Background: an optimization exercise with open tools, aiming at small area and a short achievable clock period. Do not read the settings as production practice.
Where RTL was checked, it was by simulation tests only, not by an equivalence proof against the original.
No functional check of the RTL was part of runs 2 to 4.
No activity file was given, so power comes from the tool's default toggle rates.

==> design/flow/design.v <==
module fetch_dispatch_queue #(
    parameter int ADDRESS_WIDTH = 10,
    parameter int DATA_WIDTH    = 32,
    parameter int IPC           = 4,
    parameter int DEPTH         = 16,
    parameter int PTR_WIDTH     = 4,
    parameter int OPCODE_WIDTH  = 7
) (
    input  logic                      clk,
    input  logic                      rst,
    input  logic [IPC*DATA_WIDTH-1:0] FET_bundle,
    input  logic [IPC-1:0]            FET_validMask,
    input  logic [ADDRESS_WIDTH-1:0]  FET_pc,
    input  logic                      FET_bundleValid,
    output logic                      FET_ready,
    output logic [DATA_WIDTH-1:0]     DEC_data,
    output logic [ADDRESS_WIDTH-1:0]  DEC_pc,
    output logic                      DEC_dataValid,
    input  logic                      DEC_ready,
    input  logic                      flush,
    output logic [PTR_WIDTH:0]        count
    ,output logic [15:0]              rtype_count
);
    localparam int CNT_W = PTR_WIDTH + 1;
    if (DEPTH < 2 * IPC || (1 << PTR_WIDTH) != DEPTH || OPCODE_WIDTH > DATA_WIDTH) begin : g_param_check
        $error("fetch_dispatch_queue: inconsistent parameters");
    end
    logic [DATA_WIDTH-1:0]    mem_data [DEPTH];
    logic [ADDRESS_WIDTH-1:0] mem_pc   [DEPTH];
    logic [PTR_WIDTH-1:0] head;
    logic [PTR_WIDTH-1:0] tail;
    logic [CNT_W-1:0]     n;
    logic [CNT_W-1:0]     push_n;
    logic [PTR_WIDTH-1:0] wr_addr [IPC];
    logic                 push;
    logic                 pop;
    assign FET_ready     = count <= CNT_W'(DEPTH - IPC);
    assign DEC_dataValid = count != '0;
    assign push          = FET_bundleValid && FET_ready && !flush;
    assign pop           = DEC_dataValid && DEC_ready && !flush;
    assign push_n        = push ? n : '0;
    always_comb begin
        n = '0;
        for (int unsigned i = 0; i < IPC; i++) begin
            wr_addr[i] = tail + n[PTR_WIDTH-1:0];
            if (FET_validMask[i]) begin
                n = n + CNT_W'(1);
            end
        end
    end
    always_ff @(posedge clk) begin
        if (push) begin
            for (int unsigned i = 0; i < IPC; i++) begin
                if (FET_validMask[i]) begin
                    mem_data[wr_addr[i]] <= FET_bundle[i*DATA_WIDTH +: DATA_WIDTH];
                    mem_pc[wr_addr[i]]   <= FET_pc + ADDRESS_WIDTH'(i);
                end
            end
        end
    end
    always_ff @(posedge clk or negedge rst) begin
        if (!rst) begin
            head  <= '0;
            tail  <= '0;
            count <= '0;
        end else if (flush) begin
            head  <= '0;
            tail  <= '0;
            count <= '0;
        end else begin
            if (push) begin
                tail <= tail + n[PTR_WIDTH-1:0];
            end
            if (pop) begin
                head <= head + PTR_WIDTH'(1);
            end
            count <= count + push_n - {{PTR_WIDTH{1'b0}}, pop};
        end
    end
    always_comb begin
        DEC_data = '0;
        DEC_pc   = '0;
        if (DEC_dataValid) begin
            DEC_data = mem_data[head];
            DEC_pc   = mem_pc[head];
        end
    end
    localparam logic [OPCODE_WIDTH-1:0] RTYPE_OPCODE = OPCODE_WIDTH'(7'b0110011);
    always_ff @(posedge clk or negedge rst) begin
        if (!rst) begin
            rtype_count <= '0;
        end else if (pop && DEC_data[OPCODE_WIDTH-1:0] == RTYPE_OPCODE) begin
            rtype_count <= rtype_count + 16'd1;
        end
    end
endmodule
==> design/flow/run.sh <==
#!/bin/bash
# synth_recipe.tcl (not shown) runs the flow's synth.tcl, then flattens the netlist and writes it again
# the make line also repeats each setting of config.mk as NAME=value (left out here)
make -C /OpenROAD-flow-scripts/flow DESIGN_CONFIG=/design/flow/config.mk WORK_HOME=/design/flow/orfs CLKGATE_MAP_FILE= SYNTH_SCRIPT=/design/flow/synth_recipe.tcl finish
==> design/flow/config.mk <==
export PLATFORM = sky130hd
export DESIGN_NAME = fetch_dispatch_queue
export DESIGN_NICKNAME = fetch_dispatch_queue
export VERILOG_FILES = /design/flow/design.v
export SDC_FILE = /design/flow/constraint.sdc
export NUM_CORES = 4
export LEC_CHECK = 0
export CAP_MARGIN = 20
export CORE_MARGIN = 2
export CORE_UTILIZATION = 35
export SLEW_MARGIN = 20
==> design/flow/constraint.sdc <==
create_clock -name core_clock -period 4.5 [get_ports {clk}]
set_input_delay 0.9000 -clock core_clock [delete_from_list [all_inputs] [get_ports {clk}]]
set_output_delay 0.9000 -clock core_clock [all_outputs]
set_load 0.01 [all_outputs]
==> impl_metrics.json, run 1 <==
{
  "end_kind": "output pin",
  "antenna_found_initial": 11,
  "maxSlewHeadroom": 0.237,
  "cts_tree": "built",
  "cts.clk_slew.worst_paths_ns": 0.06,
  "synth_top_area_share": 0.403,
  "design.die.area_mm2": 0.146,
  "synth_warnings": 2,
  "final_hold_viol_count": 0,
  "hpwl_um": 147000,
  "synth_edf_count": 672,
  "htree_num_levels": 3,
  "ir_drop_mv": 0.268,
  "slowest_delay_ns": 0.58,
  "grt_use_met2": 0.451,
  "grt_pass1_wl_um": 312000,
  "syn_inst": 5620,
  "clock_sinks": 701,
  "crit_path_start": "head[2]$_DFFE_PN0P_",
  "p_total_w": 0.0217,
  "crit_slowest_cell": "clkdlybuf4s50_1",
  "fin_ws_ns": 0.0538,
  "critPathMaxFanout": 32,
  "drt_iter0_markers": 6006,
  "p_per_area_mw_per_mm2": 360,
  "reg2reg_from": "tail[3]$_DFFE_PN0P_",
  "synth_cell_type_count": 86,
  "ctsLongestPathBuffers": 3,
  "finish.instance_area_mm2": 0.0604,
  "setup_viol": 0,
  "avgSynthCellArea_um2": 8.92,
  "portBuffers": 211,
  "totalWireLength_um": 217000,
  "max_freq_ghz": 0.225,
  "dp_slack_ns": -0.173,
  "use_met3": 0.0514,
  "place_congestion": 0.981,
  "grt_max_degree": 53,
  "seq_area_frac_synth": 0.417,
  "postLayoutCoreUtil": 0.426,
  "cpMostUsedCell": "buf_4",
  "cts_root_buf": "clkbuf_16",
  "grt_usage": 0.289,
  "fin_nets": 5878,
  "worst_setup_path_start_kind": "register",
  "core_area_mm2": 0.142,
  "gr-usage-met1": 0.390,
  "synth.top_cells.by_area": "edfxtp_1 40%, mux2i_1 11%, nand2_1 11%",
  "numCtsBuffers": 87,
  "ant_nets": 0,
  "rsz0062_at_grt": "false",
  "period_share": 0.988,
  "p_leak_nw": 20.1,
  "yosys.area.top_type": "edfxtp_1",
  "globalRoute.busiestLayer": "met2",
  "setup_tns_ns": 0,
  "via_per_inst": 6.10,
  "fp.dieW_um": 382,
  "worst_pin_slew_ns": 1.14,
  "skew_ns": 0.0327,
  "io_pins": 212,
  "cp_data_required_time_ns": 3.60,
  "synth_seq_cells": 701,
  "ctsHoldBuffers": 0,
  "worst-setup-path-type": "reg -> out",
  "crit_buf_inv": 4,
  "dpl_cell_area_mm2": 0.0576,
  "async_reset_ff_frac": 0.0414,
  "initial_utilization": 0.354,
  "min_path_type": "in -> async",
  "rows": 138,
  "maxCapViolations": 0,
  "wl_per_cell_um": 28.4,
  "fin_crit_ns": 4.45,
  "grt_pass1_vias": 43300,
  "areaGrowthSynthToFinish_pct": 20.4,
  "drtPass1Iterations": 6,
  "die_h_um": 382,
  "synth_ff_type": "edfxtp_1",
  "drc": 0,
  "outcome": "complete, no violations",
  "drive_above_1_share": 0.130,
  "crit_chain": "nand2_4, buf_12, buf_4, o221ai_1, o22ai_1, a211oi_1, buf_4, clkdlybuf4s50_1",
  "cpLargestDelayFamily": "buffers and inverters",
  "grt-ovfl-total": 0,
  "arrival_ns": 3.55,
  "syn_area_mm2": 0.0501,
  "worst_skew_pair.late_latency_ns": 0.71,
  "via_count": 46700,
  "slew_viol_final": 0
}
[per-layer routing]
layer	part of all wire	up-vias
li1	-	20500
met1	0.40	22600
met2	0.45	3020
met3	0.10	599
met4	0.053	14
met5	0.00036	-
[where the power goes]
group	internal [W]	leakage (nW)	total, W	switching, W
clock	0.00385	1.27	0.00681	0.00296
sequential	0.00755	6.45	0.00769	0.000137
combinational	0.00309	12.4	0.00724	0.00415
[final timing paths]
path / cells past startpoint / endpoint / slack, ns
max: 8 / DEC_pc[7] / 0.05
min: 1 / tail[2]$_DFFE_PN0P_ / 0.25
max reg2reg: 6 / mem_data[12][9]$_DFFE_PP_ / 0.98
min reg2reg: 1 / rtype_count[15]$_DFFE_PN0P_ / 0.46
max in group asynchronous: 1 / head[1]$_DFFE_PN0P_ / 3.66
min in group core_clock: 1 / rtype_count[15]$_DFFE_PN0P_ / 0.46
[Yosys cell counts (all sizes together), types with 92 or more instances]
| library cell | count |
|---|---|
| o21ai | 848 |
| nor3 | 93 |
| mux4 | 92 |
| buf | 173 |
| mux2i | 573 |
| nand2 | 1474 |
| xnor2 | 100 |
| nand3 | 121 |
| nor2 | 119 |
| edfxtp | 672 |
| clkbuf | 479 |
| o211ai | 153 |
[flip-flops by register name, summed over array words and instances (netlist names)]
name	flops
tail	4
count	5
mem_data	512
rtype_count	16
head	4
mem_pc	160
[cells in the final DEF (no fill, tap or decap), types with 72 or more instances in the layout]
cell	n
xnor2_1	98
o21ai_0	764
nand3_1	106
nand2_1	1463
o211ai_1	153
clkbuf_16	88
buf_12	153
o221ai_1	72
nor2_1	109
and3_1	83
a21oi_1	83
clkdlybuf4s50_1	209
nor3_1	73
buf_4	277
edfxtp_1	672
mux4_2	85
o21ai_1	82
mux2i_1	573
[cells by family after synthesis]
family | after synthesis | synth area share
mux | 667 | 0.157
other cells | 1 | 0.0000748
fa+ha+maj | 31 | 0.00834
compound gates | 1387 | 0.166
buf+inv | 685 | 0.0563
flops | 701 | 0.417
xor+xnor | 173 | 0.0304
simple gates | 1975 | 0.165
[worst reg2reg max path, delay by kind of cell (launching register included)]
| family | cells | cell delay (ns) |
|---|---|---|
| simple gates | 4 | 1.23 |
| flops | 1 | 0.94 |
| compound gates | 1 | 0.70 |
| buf+inv | 1 | 0.31 |
[area by class of cell]
class,count,area (um^2)
Clock buffer,110,2280
Timing Repair Buffer,643,7300
Inverter,33,139
Tap cell,1890,2360
Antenna cell,3,7.51
Multi-Input combinational cell,4234,27000
Sequential cell,701,20900
Clock inverter,43,344
Fill cell,13500,81400
[stage by stage]
step | std cells | hold WS, ns
6_report | 7657 | 0.246
5_1_grt | 7655 | 0.303
4_1_cts | 7654 | 0.263
3_5_place_dp | 7494 | 0.461
3_3_place_gp | 7494 | 0.457
2_1_floorplan | 5620 | 0.504
[repair_timing]
| item | in CTS | in global routing |
|---|---|---|
| pin swaps | 0 | 0 |
| setup buffers | 6 | 0 |
| endpoints found under the setup margin | 11 | 3 |
| resized for setup | 6 | 3 |
| cloned | 1 | 0 |
==> inputs of run 2 (changes only) <==
--- a/design/flow/design.v
+++ b/design/flow/design.v
@@ -23,7 +23,5 @@
 );
     localparam int CNT_W = PTR_WIDTH + 1;
-    if (DEPTH < 2 * IPC || (1 << PTR_WIDTH) != DEPTH || OPCODE_WIDTH > DATA_WIDTH) begin : g_param_check
-        $error("fetch_dispatch_queue: inconsistent parameters");
-    end
+    localparam int LW    = $clog2(IPC);
     logic [DATA_WIDTH-1:0]    mem_data [DEPTH];
     logic [ADDRESS_WIDTH-1:0] mem_pc   [DEPTH];
@@ -31,6 +29,4 @@
     logic [PTR_WIDTH-1:0] tail;
     logic [CNT_W-1:0]     n;
-    logic [CNT_W-1:0]     push_n;
-    logic [PTR_WIDTH-1:0] wr_addr [IPC];
     logic                 push;
     logic                 pop;
@@ -39,21 +35,33 @@
     assign push          = FET_bundleValid && FET_ready && !flush;
     assign pop           = DEC_dataValid && DEC_ready && !flush;
-    assign push_n        = push ? n : '0;
+    logic [LW-1:0]            lane_sel  [IPC];
+    logic [DATA_WIDTH-1:0]    lane_data [IPC];
+    logic [ADDRESS_WIDTH-1:0] lane_pc   [IPC];
     always_comb begin
-        n = '0;
-        for (int unsigned i = 0; i < IPC; i++) begin
-            wr_addr[i] = tail + n[PTR_WIDTH-1:0];
+        logic [LW-1:0] pos;
+        n   = '0;
+        pos = tail[LW-1:0];
+        for (int m = 0; m < IPC; m++) lane_sel[m] = '0;
+        for (int i = 0; i < IPC; i++) begin
             if (FET_validMask[i]) begin
-                n = n + CNT_W'(1);
+                lane_sel[pos] = LW'(i);
+                pos = pos + LW'(1);
+                n   = n + CNT_W'(1);
             end
         end
     end
-    always_ff @(posedge clk) begin
-        if (push) begin
-            for (int unsigned i = 0; i < IPC; i++) begin
-                if (FET_validMask[i]) begin
-                    mem_data[wr_addr[i]] <= FET_bundle[i*DATA_WIDTH +: DATA_WIDTH];
-                    mem_pc[wr_addr[i]]   <= FET_pc + ADDRESS_WIDTH'(i);
-                end
+    for (genvar m = 0; m < IPC; m++) begin : g_lane
+        assign lane_data[m] = FET_bundle[lane_sel[m]*DATA_WIDTH +: DATA_WIDTH];
+        assign lane_pc[m]   = FET_pc + ADDRESS_WIDTH'(lane_sel[m]);
+    end
+    for (genvar j = 0; j < DEPTH; j++) begin : g_entry
+        logic [PTR_WIDTH-1:0] off;
+        logic                 we;
+        assign off = PTR_WIDTH'(j) - tail;
+        assign we  = push && (CNT_W'(off) < n);
+        always_ff @(posedge clk) begin
+            if (we) begin
+                mem_data[j] <= lane_data[j % IPC];
+                mem_pc[j]   <= lane_pc[j % IPC];
             end
         end
@@ -75,15 +83,9 @@
                 head <= head + PTR_WIDTH'(1);
             end
-            count <= count + push_n - {{PTR_WIDTH{1'b0}}, pop};
+            count <= count + (push ? n : '0) - {{PTR_WIDTH{1'b0}}, pop};
         end
     end
-    always_comb begin
-        DEC_data = '0;
-        DEC_pc   = '0;
-        if (DEC_dataValid) begin
-            DEC_data = mem_data[head];
-            DEC_pc   = mem_pc[head];
-        end
-    end
+    assign DEC_data = mem_data[head];
+    assign DEC_pc   = mem_pc[head];
     localparam logic [OPCODE_WIDTH-1:0] RTYPE_OPCODE = OPCODE_WIDTH'(7'b0110011);
     always_ff @(posedge clk or negedge rst) begin
==> run 2 against run 1 <==
- final area fell by 33%
- sequential share of layout area is 17 points higher
- largest cell class is now sequential cells
- via count shrank 49%
- global-route usage decreased by 3.6 points
==> impl_metrics.json, run 2 <==
{
  "totalWireLength_um": 120000,
  "outcome": "complete, no violations",
  "grt_pass1_vias": 23600,
  "syn_area_mm2": 0.0314,
  "avgSynthCellArea_um2": 13.7,
  "worst_pin_slew_ns": 0.926,
  "cts_root_buf": "clkbuf_16",
  "multiInputGateArea_mm2": 0.0101,
  "grt_usage": 0.253,
  "instances_no_fill": 3897,
  "core_area_mm2": 0.0886,
  "critPathMaxFanout": 20,
  "drc": 0,
  "p_total_w": 0.0240,
  "synth_top_area_share": 0.642,
  "cpMostUsedCell": "buf_4",
  "fin_ws_ns": 0.0550,
  "io_pins": 212,
  "fin_nets": 2892,
  "final_hold_viol_count": 0,
  "initial_utilization": 0.354,
  "min_path_type": "reg -> reg",
  "numCtsBuffers": 74,
  "slowest_delay_ns": 0.54,
  "drt_iter0_markers": 3453,
  "fillers": 7710,
  "place_congestion": 0.913,
  "end_kind": "output pin",
  "globalRoute.busiestLayer": "met2",
  "p_per_area_mw_per_mm2": 596,
  "p_leak_nw": 13.7,
  "drtPass1Iterations": 8,
  "arrival_ns": 3.54,
  "worst_setup_path_start_kind": "register",
  "clock_sinks": 701,
  "period_share": 0.988,
  "worst-setup-path-type": "reg -> out",
  "max_freq_ghz": 0.225,
  "gr-usage-met1": 0.353,
  "grt_use_met2": 0.387,
  "reg2reg_from": "tail[1]$_DFFE_PN0P_",
  "synth_common_cells": "672 x edfxtp_1, 210 x nand2_1, 134 x a22oi_1, 134 x o22ai_1, 106 x clkbuf_1",
  "ant_nets": 0,
  "htree_num_levels": 3,
  "ctsHoldBuffers": 0,
  "dpl_cell_area_mm2": 0.0376,
  "slew_viol_final": 0,
  "place_inst": 3750,
  "fp.dieW_um": 304,
  "finish.instance_area_mm2": 0.0403,
  "ctsLongestPathBuffers": 3,
  "drive_above_1_share": 0.196,
  "synth.top_cells.by_area": "edfxtp_1 64%, mux2_2 3.7%, a22oi_1 3.2%",
  "cts_tree": "built",
  "fin_crit_ns": 4.44,
  "async_reset_ff_frac": 0.0414,
  "grt_max_degree": 45,
  "cp_data_required_time_ns": 3.60,
  "die_h_um": 304,
  "regArea_mm2": 0.0209,
  "yosys.area.top_type": "edfxtp_1",
  "rows": 109,
  "cts.clk_slew.worst_paths_ns": 0.06,
  "setup_viol": 0,
  "rsz0062_at_grt": "true",
  "seq_area_frac_synth": 0.665,
  "crit_end": "DEC_pc[1]",
  "synth_seq_cells": 701,
  "synth_edf_count": 672,
  "syn_inst": 2286,
  "via_count": 23800,
  "crit_chain": "buf_6, nand2_1, nor2_4, buf_12, buf_4, buf_4, a22oi_1, and3_1, a41oi_1, buf_4, clkdlybuf4s50_1",
  "via_per_inst": 6.11,
  "min-delay-start": "rtype_count[10]$_DFFE_PN0P_",
  "crit_path_start": "head[2]$_DFFE_PN0P_",
  "grt_pass1_wl_um": 170000,
  "synth_ff_type": "edfxtp_1",
  "ir_drop_mv": 0.301,
  "final_common_cell": "edfxtp_1",
  "maxSlewHeadroom": 0.383,
  "rrSetupSlack_ns": 0.28,
  "design.die.area_mm2": 0.0922,
  "grt-ovfl-total": 0,
  "skew_ns": 0.0234,
  "synth_warnings": 6,
  "worst_skew_pair.late_latency_ns": 0.63,
  "hpwl_um": 79700,
  "maxCapViolations": 0,
  "rr_worst_depth": 14,
  "largest_register_ffs": 512,
  "dp_slack_ns": -0.120,
  "use_met3": 0.0646,
  "antenna_found_initial": 6,
  "post-synth-top-count-cell": "edfxtp_1",
  "layout_common_cells": "672 x edfxtp_1, 210 x clkdlybuf4s50_1, 209 x nand2_1",
  "portBuffers": 211,
  "reg2reg_to": "mem_data[0][12]$_DFFE_PP_",
  "synth_cell_type_count": 61,
  "areaGrowthSynthToFinish_pct": 28.3,
  "crit_slowest_cell": "clkdlybuf4s50_1",
  "postLayoutCoreUtil": 0.455,
  "wl_per_cell_um": 30.8
}
-- run 2: through the flow --
step                      hold slack, ns  TNS, ns
final                              0.490        0
after global routing               0.513  -0.0616
after CTS                          0.497   -0.451
after detailed placement           0.483    -3.64
after global placement             0.474   -0.947
after floorplan                    0.504        0
-- run 2: kinds of logic after synthesis --
logic type,count (synthesis),share of synthesized area
flops,701,0.665
compound gates,659,0.149
simple gates,446,0.0648
buf+inv,226,0.0307
mux,107,0.0383
fa+ha+maj,77,0.0321
xor+xnor,69,0.0197
other cells,1,0.000119
-- run 2: report_power, final --
part / internal [W] / switching, W
clock: 0.00366 / 0.00262
sequential: 0.00889 / 0.000297
combinational: 0.00323 / 0.00534
total: 0.0158 / 0.00826
-- run 2: cell type report --
type                    instances  area share
flip-flops and latches        701       0.519
multi-input cells            1375       0.251
repair buffers                456       0.127
clock buffers                  85      0.0485
well taps                    1165      0.0362
clock inverters                50      0.0128
inverters                      60     0.00559
diodes                          5    0.000310
-- run 2: worst max-delay path: cells and delay by family (launching register included) --
family	cells	cell delay (ns)
buffers and inverters	6	1.52
AOI/OAI and AO/OA	2	0.28
and+or+nand+nor	3	0.63
DFF	1	0.46
-- run 2: worst min-delay path by stage --
| stage | endpoint | slack (ns) | cells after the start |
|---|---|---|---|
| global route | rtype_count[10]$_DFFE_PN0P_ | 0.51 | 1 |
| finish | rtype_count[10]$_DFFE_PN0P_ | 0.49 | 1 |
| floorplan | rtype_count[15]$_DFFE_PN0P_ | 0.50 | 1 |
| CTS | rtype_count[10]$_DFFE_PN0P_ | 0.50 | 1 |
| global placement | rtype_count[15]$_DFFE_PN0P_ | 0.47 | 1 |
| detailed placement | rtype_count[10]$_DFFE_PN0P_ | 0.48 | 1 |
-- run 2: timing repair --
action                                  CTS  global route
pin swaps                                 2             2
endpoints found under the setup margin   37            29
gates cloned                              0             1
resized for setup                        15            23
setup buffers                             5             1
-- run 2: layer usage --
layer / share of wire / vias up / wire (um)
met1: 0.39 / 11800 / 46500
met4: 0.035 / 6 / 4240
li1: - / 9840 / -
met3: 0.14 / 275 / 16300
met5: 0.00032 / - / 38
met2: 0.44 / 1866 / 52900
==> inputs of run 3 (changes only) <==
--- a/design/flow/design.v
+++ b/design/flow/design.v
@@ -24,18 +24,27 @@
     localparam int CNT_W = PTR_WIDTH + 1;
     localparam int LW    = $clog2(IPC);
-    logic [DATA_WIDTH-1:0]    mem_data [DEPTH];
-    logic [ADDRESS_WIDTH-1:0] mem_pc   [DEPTH];
-    logic [PTR_WIDTH-1:0] head;
-    logic [PTR_WIDTH-1:0] tail;
-    logic [CNT_W-1:0]     n;
-    logic                 push;
-    logic                 pop;
+    localparam int AW    = ADDRESS_WIDTH;
+    logic [DATA_WIDTH-1:0] mem_data [DEPTH];
+    logic [AW-1:0]         mem_pc   [DEPTH];
+    logic [PTR_WIDTH-1:0]  head_nx;    
+    logic [PTR_WIDTH-1:0]  tail;
+    logic [CNT_W-1:0]      n;
+    logic                  push;
+    logic                  pop;
     assign FET_ready     = count <= CNT_W'(DEPTH - IPC);
     assign DEC_dataValid = count != '0;
     assign push          = FET_bundleValid && FET_ready && !flush;
     assign pop           = DEC_dataValid && DEC_ready && !flush;
-    logic [LW-1:0]            lane_sel  [IPC];
-    logic [DATA_WIDTH-1:0]    lane_data [IPC];
-    logic [ADDRESS_WIDTH-1:0] lane_pc   [IPC];
+    logic [AW-LW-1:0] pc_hi_inc;
+    assign pc_hi_inc = FET_pc[AW-1:LW] + (AW-LW)'(1);
+    function automatic logic [AW-1:0] slot_pc(input logic [AW-1:0] pc, input logic [AW-LW-1:0] hi_inc,
+                                              input logic [LW-1:0] sel);
+        logic [LW:0] lo;
+        lo = {1'b0, pc[LW-1:0]} + {1'b0, sel};
+        slot_pc = {lo[LW] ? hi_inc : pc[AW-1:LW], lo[LW-1:0]};
+    endfunction
+    logic [LW-1:0]         lane_sel  [IPC];
+    logic [DATA_WIDTH-1:0] lane_data [IPC];
+    logic [AW-1:0]         lane_pc   [IPC];
     always_comb begin
         logic [LW-1:0] pos;
@@ -53,5 +62,5 @@
     for (genvar m = 0; m < IPC; m++) begin : g_lane
         assign lane_data[m] = FET_bundle[lane_sel[m]*DATA_WIDTH +: DATA_WIDTH];
-        assign lane_pc[m]   = FET_pc + ADDRESS_WIDTH'(lane_sel[m]);
+        assign lane_pc[m]   = slot_pc(FET_pc, pc_hi_inc, lane_sel[m]);
     end
     for (genvar j = 0; j < DEPTH; j++) begin : g_entry
@@ -69,11 +78,11 @@
     always_ff @(posedge clk or negedge rst) begin
         if (!rst) begin
-            head  <= '0;
-            tail  <= '0;
-            count <= '0;
+            head_nx <= PTR_WIDTH'(1);
+            tail    <= '0;
+            count   <= '0;
         end else if (flush) begin
-            head  <= '0;
-            tail  <= '0;
-            count <= '0;
+            head_nx <= PTR_WIDTH'(1);
+            tail    <= '0;
+            count   <= '0;
         end else begin
             if (push) begin
@@ -81,11 +90,33 @@
             end
             if (pop) begin
-                head <= head + PTR_WIDTH'(1);
+                head_nx <= head_nx + PTR_WIDTH'(1);
             end
             count <= count + (push ? n : '0) - {{PTR_WIDTH{1'b0}}, pop};
         end
     end
-    assign DEC_data = mem_data[head];
-    assign DEC_pc   = mem_pc[head];
+    logic [LW-1:0] first_sel;
+    always_comb begin
+        first_sel = LW'(IPC - 1);
+        for (int i = IPC - 2; i >= 0; i--) begin
+            if (FET_validMask[i]) first_sel = LW'(i);
+        end
+    end
+    logic [DATA_WIDTH-1:0] out_data;
+    logic [AW-1:0]         out_pc;
+    logic                  take_next;
+    logic                  take_new;
+    assign take_next = pop && count != CNT_W'(1);
+    assign take_new  = count == '0 || (pop && count == CNT_W'(1));
+    always_ff @(posedge clk) begin
+        if (take_new) begin
+            out_data <= FET_bundle[first_sel*DATA_WIDTH +: DATA_WIDTH];
+            out_pc   <= slot_pc(FET_pc, pc_hi_inc, first_sel);
+        end else if (take_next) begin
+            out_data <= mem_data[head_nx];
+            out_pc   <= mem_pc[head_nx];
+        end
+    end
+    assign DEC_data = out_data;
+    assign DEC_pc   = out_pc;
     localparam logic [OPCODE_WIDTH-1:0] RTYPE_OPCODE = OPCODE_WIDTH'(7'b0110011);
     always_ff @(posedge clk or negedge rst) begin
==> run 3 against run 2 <==
- synthesized cell count rose by 8.9%
- non-clock buffer count fell by 28
- global-route usage fell by 1.3 points
- critical endpoint is now mem_pc[0][7]$_DFFE_PP_
- highest routed layer unchanged
==> impl_metrics.json, run 3 <==
{
  "post-synth-top-count-cell": "edfxtp_1",
  "multiInputGateArea_mm2": 0.0123,
  "avgSynthCellArea_um2": 14.1,
  "swShare": 0.361,
  "fin_crit_ns": 4.27,
  "pwr-share-seq": 0.370,
  "grt_pass1_wl_um": 180000,
  "worst-setup-path-type": "in -> reg",
  "drt_iter0_markers": 3722,
  "portBuffers": 211,
  "syn_inst": 2489,
  "rrSetupSlack_ns": 0.26,
  "post_cts_resized": 0,
  "pwr-share-clk": 0.245,
  "final_hold_viol_count": 0,
  "dp_slack_ns": -0.390,
  "cts_root_buf": "clkbuf_16",
  "max_freq_ghz": 0.234,
  "rr_worst_depth": 18,
  "ctsHoldBuffers": 0,
  "worst_skew_pair.late_latency_ns": 0.65,
  "seq_area_frac_synth": 0.631,
  "via_count": 25400,
  "skew_ns": 0.0247,
  "ir_drop_mv": 0.339,
  "place_congestion": 0.885,
  "cp_data_required_time_ns": 4.93,
  "worst_setup_path_start_kind": "input pin",
  "regArea_mm2": 0.0222,
  "end_kind": "register",
  "worst_pin_slew_ns": 1.04,
  "slew_viol_final": 0,
  "htree_num_levels": 3,
  "final_common_cell": "edfxtp_1",
  "antenna_found_initial": 9,
  "synth_common_cells": "714 x edfxtp_1, 288 x mux2i_1, 141 x o22ai_1",
  "arrival_ns": 4.70,
  "numCtsBuffers": 77,
  "synth_seq_cells": 743,
  "drtPass1Iterations": 7,
  "drive_above_1_share": 0.157,
  "totalWireLength_um": 126000,
  "whs_path_depth": 1,
  "combinationalPowerShare": 0.385,
  "ctsLongestPathBuffers": 3,
  "core_area_mm2": 0.0999,
  "setup_viol": 0,
  "maxCapViolations": 0,
  "yosys.area.top_type": "edfxtp_1",
  "design.die.area_mm2": 0.103,
  "synth_edf_count": 714,
  "p_per_area_mw_per_mm2": 627,
  "fillers": 8857,
  "synth_top_area_share": 0.610,
  "p_sw_w": 0.00984,
  "initial_utilization": 0.352,
  "dpl_cell_area_mm2": 0.0408,
  "fp.dieW_um": 321,
  "p_int_w": 0.0174,
  "synth_warnings": 6,
  "synth_ff_type": "edfxtp_1",
  "via_per_inst": 6.08,
  "hpwl_um": 79600,
  "wl_per_cell_um": 30.2,
  "largest_register_ffs": 512,
  "grt-ovfl-total": 0,
  "period_share": 0.949,
  "grt_max_degree": 73,
  "outcome": "complete, no violations",
  "grt_usage": 0.240,
  "async_reset_ff_frac": 0.0390,
  "io_pins": 212,
  "fin_nets": 3032,
  "clock_sinks": 743,
  "die_h_um": 321,
  "rsz0062_at_grt": "false",
  "layout_common_cells": "714 x edfxtp_1, 288 x mux2i_1, 211 x clkdlybuf4s50_1",
  "syn_area_mm2": 0.0351,
  "finish.instance_area_mm2": 0.0434,
  "fin_ws_ns": 0.231,
  "maxSlewHeadroom": 0.307,
  "min_path_type": "reg -> reg",
  "synth_cell_type_count": 76,
  "synth.top_cells.by_area": "edfxtp_1 61%, mux2i_1 8.2%, o22ai_1 2.5%",
  "cts.clk_slew.worst_paths_ns": 0.06,
  "p_total_w": 0.0272,
  "drc": 0,
  "areaGrowthSynthToFinish_pct": 23.6,
  "ant_nets": 0,
  "rows": 116,
  "postCtsSetupBuffers": 0,
  "p_leak_nw": 15.1,
  "critPathMaxFanout": 8,
  "grt_pass1_vias": 25600,
  "cts_tree": "built"
}
[run 3: path summary, 6_finish.rpt]
kind,start,to
setup / recovery,FET_validMask[0],mem_pc[0][7]$_DFFE_PP_
hold / removal,rtype_count[15]$_DFFE_PN0P_,rtype_count[15]$_DFFE_PN0P_
setup reg to reg,tail[1]$_DFFE_PN0P_,mem_pc[0][7]$_DFFE_PP_
hold reg to reg,rtype_count[15]$_DFFE_PN0P_,rtype_count[15]$_DFFE_PN0P_
max in group asynchronous,rst,head_nx[3]$_DFFE_PN0P_
min in group asynchronous,rst,tail[3]$_DFFE_PN0P_
[run 3: stage by stage]
stage | hold slack (ns) | cells | TNS [ns] | util
CTS | 0.474 | 4170 | 0 | 0.435
finish | 0.467 | 4178 | 0 | 0.435
floorplan | 0.504 | 2505 | -22.75 | -
detailed placement | 0.459 | 4028 | -160.94 | 0.409
global placement | 0.459 | 4028 | -109.54 | 0.409
global route | 0.484 | 4177 | 0 | 0.435
[run 3: power by group through the flow]
stage	clock (W)	combinational, W	sequential (W)
finish	0.00668	0.0105	0.0101
global route	0.00699	0.0110	0.0102
CTS	0.00674	0.0104	0.0101
detailed placement	0	0.0103	0.0102
global placement	0	0.0101	0.0102
floorplan	0	0.00546	0.0102
[run 3: cell families (layout without fill, tap and decap cells)]
kind of cell,Yosys count,in the layout,share of synthesized area
AOI/OAI and AO/OA,630,630,0.128
xor gates and xnor gates,74,74,0.0193
buffers and inverters,275,642,0.0344
other,1,25,0.000107
adders and majority gates,76,76,0.0286
muxes,349,349,0.115
DFF,743,743,0.631
and+or+nand+nor,341,341,0.0446
[run 3: critical path, stage by stage]
cell and delay (ns):
clkdlybuf4s50_1 0.64, mux2_2 0.39, ha_1 0.30, nand2b_1 0.10, a21boi_1 0.20, ha_1 0.27, nand2b_1 0.16, o311ai_0 0.12
buf_4 0.21, a31oi_4 0.09, inv_1 0.09, ha_1 0.14, inv_1 0.06, fa_1 0.38, buf_4 0.20, nor2_1 0.14
xor2_1 0.29
[run 3: layout make-up]
class,instances,area share
multi-input combinational,1487,0.284
clock buffer,98,0.0476
inverter,72,0.00645
antenna,8,0.000461
tap,1298,0.0374
clock inverter,44,0.0122
timing repair buffer,428,0.102
sequential,743,0.510
[run 3: layer usage]
layer | track usage | wire length, um | part of all wire | vias up
li1 | - | - | - | 10600
met1 | 0.306 | 48200 | 0.38 | 12900
met2 | 0.402 | 61400 | 0.49 | 1583
met3 | 0.0430 | 11400 | 0.091 | 287
met4 | 0.104 | 5240 | 0.041 | 2
met5 | 0 | 12 | 0.000095 | -
==> inputs of run 4 (changes only) <==
--- a/design/flow/config.mk
+++ b/design/flow/config.mk
@@ -6,6 +6,8 @@
 export NUM_CORES = 4
 export LEC_CHECK = 0
+export ABC_CLOCK_PERIOD_IN_PS = 2700
 export CAP_MARGIN = 20
 export CORE_MARGIN = 2
 export CORE_UTILIZATION = 35
+export SETUP_SLACK_MARGIN = 1.8
 export SLEW_MARGIN = 20
==> run 4 against run 3 <==
- cell count up 6.5%
- sequential share of layout area is 8.3 points lower
- sequential cell count stayed put
- clock-buffer cell count decreased by 8
- largest power group unchanged
==> impl_metrics.json, run 4 <==
{
  "skew_ns": 0.0288,
  "fin_nets": 3308,
  "ctsLongestPathBuffers": 3,
  "grt_pass1_wl_um": 212000,
  "max_freq_ghz": 0.258,
  "grt_max_degree": 106,
  "ir_drop_mv": 0.528,
  "worst_setup_path_start_kind": "register",
  "cp.depth": 19,
  "crit_chain": "inv_2, ha_4, mux2_4, ha_4, nand2b_4, a21boi_4, ha_4, nand2b_4, o311ai_4, buf_6, buf_6, a31oi_4, buf_6, buf_8, buf_16, buf_16, buf_12, mux2i_2, mux2i_2",
  "setup_tns_ns": 0,
  "synth_top_area_share": 0.610,
  "final_hold_viol_count": 0,
  "crit_path_start": "tail[0]$_DFFE_PN0P_",
  "top_layer_used": "met5",
  "worst-setup-path-type": "reg -> reg",
  "maxSlewHeadroom": 0.392,
  "layout_common_cells": "714 x edfxtp_1, 201 x clkdlybuf4s50_1, 156 x buf_12",
  "wl_per_cell_um": 35.9,
  "drc": 0,
  "arrival_ns": 4.26,
  "via_per_inst": 6.47,
  "antenna_found_initial": 10,
  "place_inst": 4015,
  "seq_area_frac_synth": 0.631,
  "whs_path_depth": 1,
  "die_h_um": 321,
  "setup_viol": 0,
  "hpwl_um": 81500,
  "end_kind": "register",
  "syn_area_mm2": 0.0351,
  "grt_pass1_vias": 27900,
  "worst_pin_slew_ns": 0.912,
  "yosys.area.top_type": "edfxtp_1",
  "min_to": "rtype_count[15]$_DFFE_PN0P_",
  "critPathMaxFanout": 8,
  "largest_register_ffs": 512,
  "fp.dieW_um": 321,
  "p_leak_nw": 17.9,
  "route.met2.wl_um": 71500,
  "syn_inst": 2489,
  "synth_cell_type_count": 76,
  "period_share": 0.862,
  "synth_seq_cells": 743,
  "rows": 116,
  "design.die.area_mm2": 0.103,
  "synth_ff_type": "edfxtp_1",
  "cts_root_buf": "clkbuf_16",
  "rrSetupSlack_ns": 0.62,
  "drt_iter0_markers": 4676,
  "numCtsBuffers": 74,
  "reg2reg_from": "tail[0]$_DFFE_PN0P_",
  "cpLargestDelayFamily": "buffers and inverters",
  "rsz0062_at_grt": "true",
  "min_path_type": "reg -> reg",
  "final_common_cell": "edfxtp_1",
  "avgSynthCellArea_um2": 14.1,
  "min-delay-start": "rtype_count[15]$_DFFE_PN0P_",
  "portBuffers": 211,
  "synth_edf_count": 714,
  "reg2reg_to": "mem_data[8][4]$_DFFE_PP_",
  "cts_tree": "built",
  "crit_slowest_cell": "dfrtp_1",
  "core_area_mm2": 0.0999,
  "synth.top_cells.by_area": "edfxtp_1 61%, mux2i_1 8.2%, o22ai_1 2.5%",
  "drive_above_1_share": 0.358,
  "cts.clk_slew.worst_paths_ns": 0.06,
  "wl_met3_um": 21400,
  "synth_common_cells": "714 x edfxtp_1, 288 x mux2i_1, 141 x o22ai_1",
  "maxCapViolations": 0,
  "drt-met1-wl_um": 53400,
  "rr_worst_depth": 19,
  "grt-ovfl-total": 0,
  "async_reset_ff_frac": 0.0390,
  "worst_skew_pair.late_latency_ns": 0.67,
  "post-synth-top-count-cell": "edfxtp_1",
  "place_congestion": 0.875,
  "io_pins": 212,
  "hold_slack_ns": 0.481,
  "synth_warnings": 6,
  "htree_num_levels": 3,
  "crit_buf_inv": 8,
  "clock_sinks": 743,
  "drtPass1Iterations": 7,
  "outcome": "complete, no violations",
  "ant_nets": 0,
  "via_count": 28800,
  "grt_usage": 0.291,
  "p_per_area_mw_per_mm2": 628,
  "fin_crit_ns": 3.88,
  "totalWireLength_um": 160000,
  "cp_data_required_time_ns": 4.88,
  "areaGrowthSynthToFinish_pct": 47.8,
  "instances_no_fill": 4448,
  "slowest_delay_ns": 0.39,
  "initial_utilization": 0.352,
  "slew_viol_final": 0
}
-- run 4: cells by family after synthesis --
family | Yosys count | share of synthesized area
buffers and inverters | 275 | 0.0344
and+or+nand+nor | 341 | 0.0446
xor gates and xnor gates | 74 | 0.0193
AOI/OAI and AO/OA | 630 | 0.128
other | 1 | 0.000107
DFF | 743 | 0.631
adders and majority gates | 76 | 0.0286
muxes | 349 | 0.115
-- run 4: how the worst max path moves through the flow --
stage / end / slack [ns]
floorplan: mem_data[15][0]$_DFFE_PP_ / -0.08
global placement: mem_pc[4][4]$_DFFE_PP_ / -0.17
detailed placement: mem_pc[1][4]$_DFFE_PP_ / -0.16
CTS: mem_pc[5][6]$_DFFE_PP_ / 0.80
global route: mem_data[0][4]$_DFFE_PP_ / 0.57
finish: mem_data[8][4]$_DFFE_PP_ / 0.62
-- run 4: final cells by class --
cell class / count / area (um^2)
clock buffer: 90 / 1950
timing repair buffer: 707 / 10400
tap: 1298 / 1620
sequential: 743 / 22200
fill: 7753 / 47900
multi-input combinational: 1487 / 15000
clock inverter: 47 / 485
inverter: 72 / 295
antenna: 4 / 10.0
-- run 4: what timing repair did --
item                                    in CTS  in global routing
hold buffers                                 0                  0
endpoints found under the setup margin    1431               1384
resized for setup                          479                349
setup buffers                              156                 51
gates cloned                                74                 11
pin swaps                                   55                 51
-- run 4: metrics by stage --
stage	worst slack (ns)	power, W	instance area [um^2]	utilization
floorplan	-0.0827	0.0157	35500	-
global placement	-0.170	0.0205	41100	0.412
detailed placement	-0.158	0.0207	41100	0.412
CTS	0.805	0.0305	49400	0.494
global route	0.572	0.0331	51900	0.520
finish	0.619	0.0326	52000	0.520
-- run 4: per-layer routing --
layer	up-vias	GRT usage
li1	11200	-
met1	14300	0.353
met2	2541	0.455
met3	709	0.0778
met4	8	0.198
met5	-	0
-- run 4: power by group --
part	switching (W)	total, W	internal [W]
registers	0.000495	0.0102	0.00970
clock network	0.00280	0.00638	0.00359
logic	0.00897	0.0160	0.00707

==> afterwards: timing with drivers on the ports <==
The results above use ideal ports. As a check the final layouts listed here were re-extracted and re-timed, cells and wires unchanged.
Step 1 assumes that a clkbuf_16 drives the clock port and a buf_2 every other input.
Step 2, shift: input delay + t, output delay - t, t = (earliest + latest rising clock arrival at the registers) / 2. This alone moves slack from input paths to output paths.
Slacks: no drivers / after step 1 / after step 2; pairs: no drivers / after step 1.
run | t (ns) | slack for setup (ns) | worst data-port slew with drivers (ns)
run 1 | 0.776 | 0.054 / -0.023 / -0.270 | 0.15
run 2 | 0.684 | 0.055 / -0.010 / -0.215 | 0.11
run 3 | 0.710 | 0.231 / 0.258 / -0.435 | 0.18
run 4 | 0.718 | 0.619 / 0.619 / 0.106 | 0.15
Met with ideal ports but missed after step 2: setup timing in run 1, run 2 and run 3. The setup slack of run 3, which loses most, moves by +0.027 ns with the drivers and by -0.666 ns with both steps.
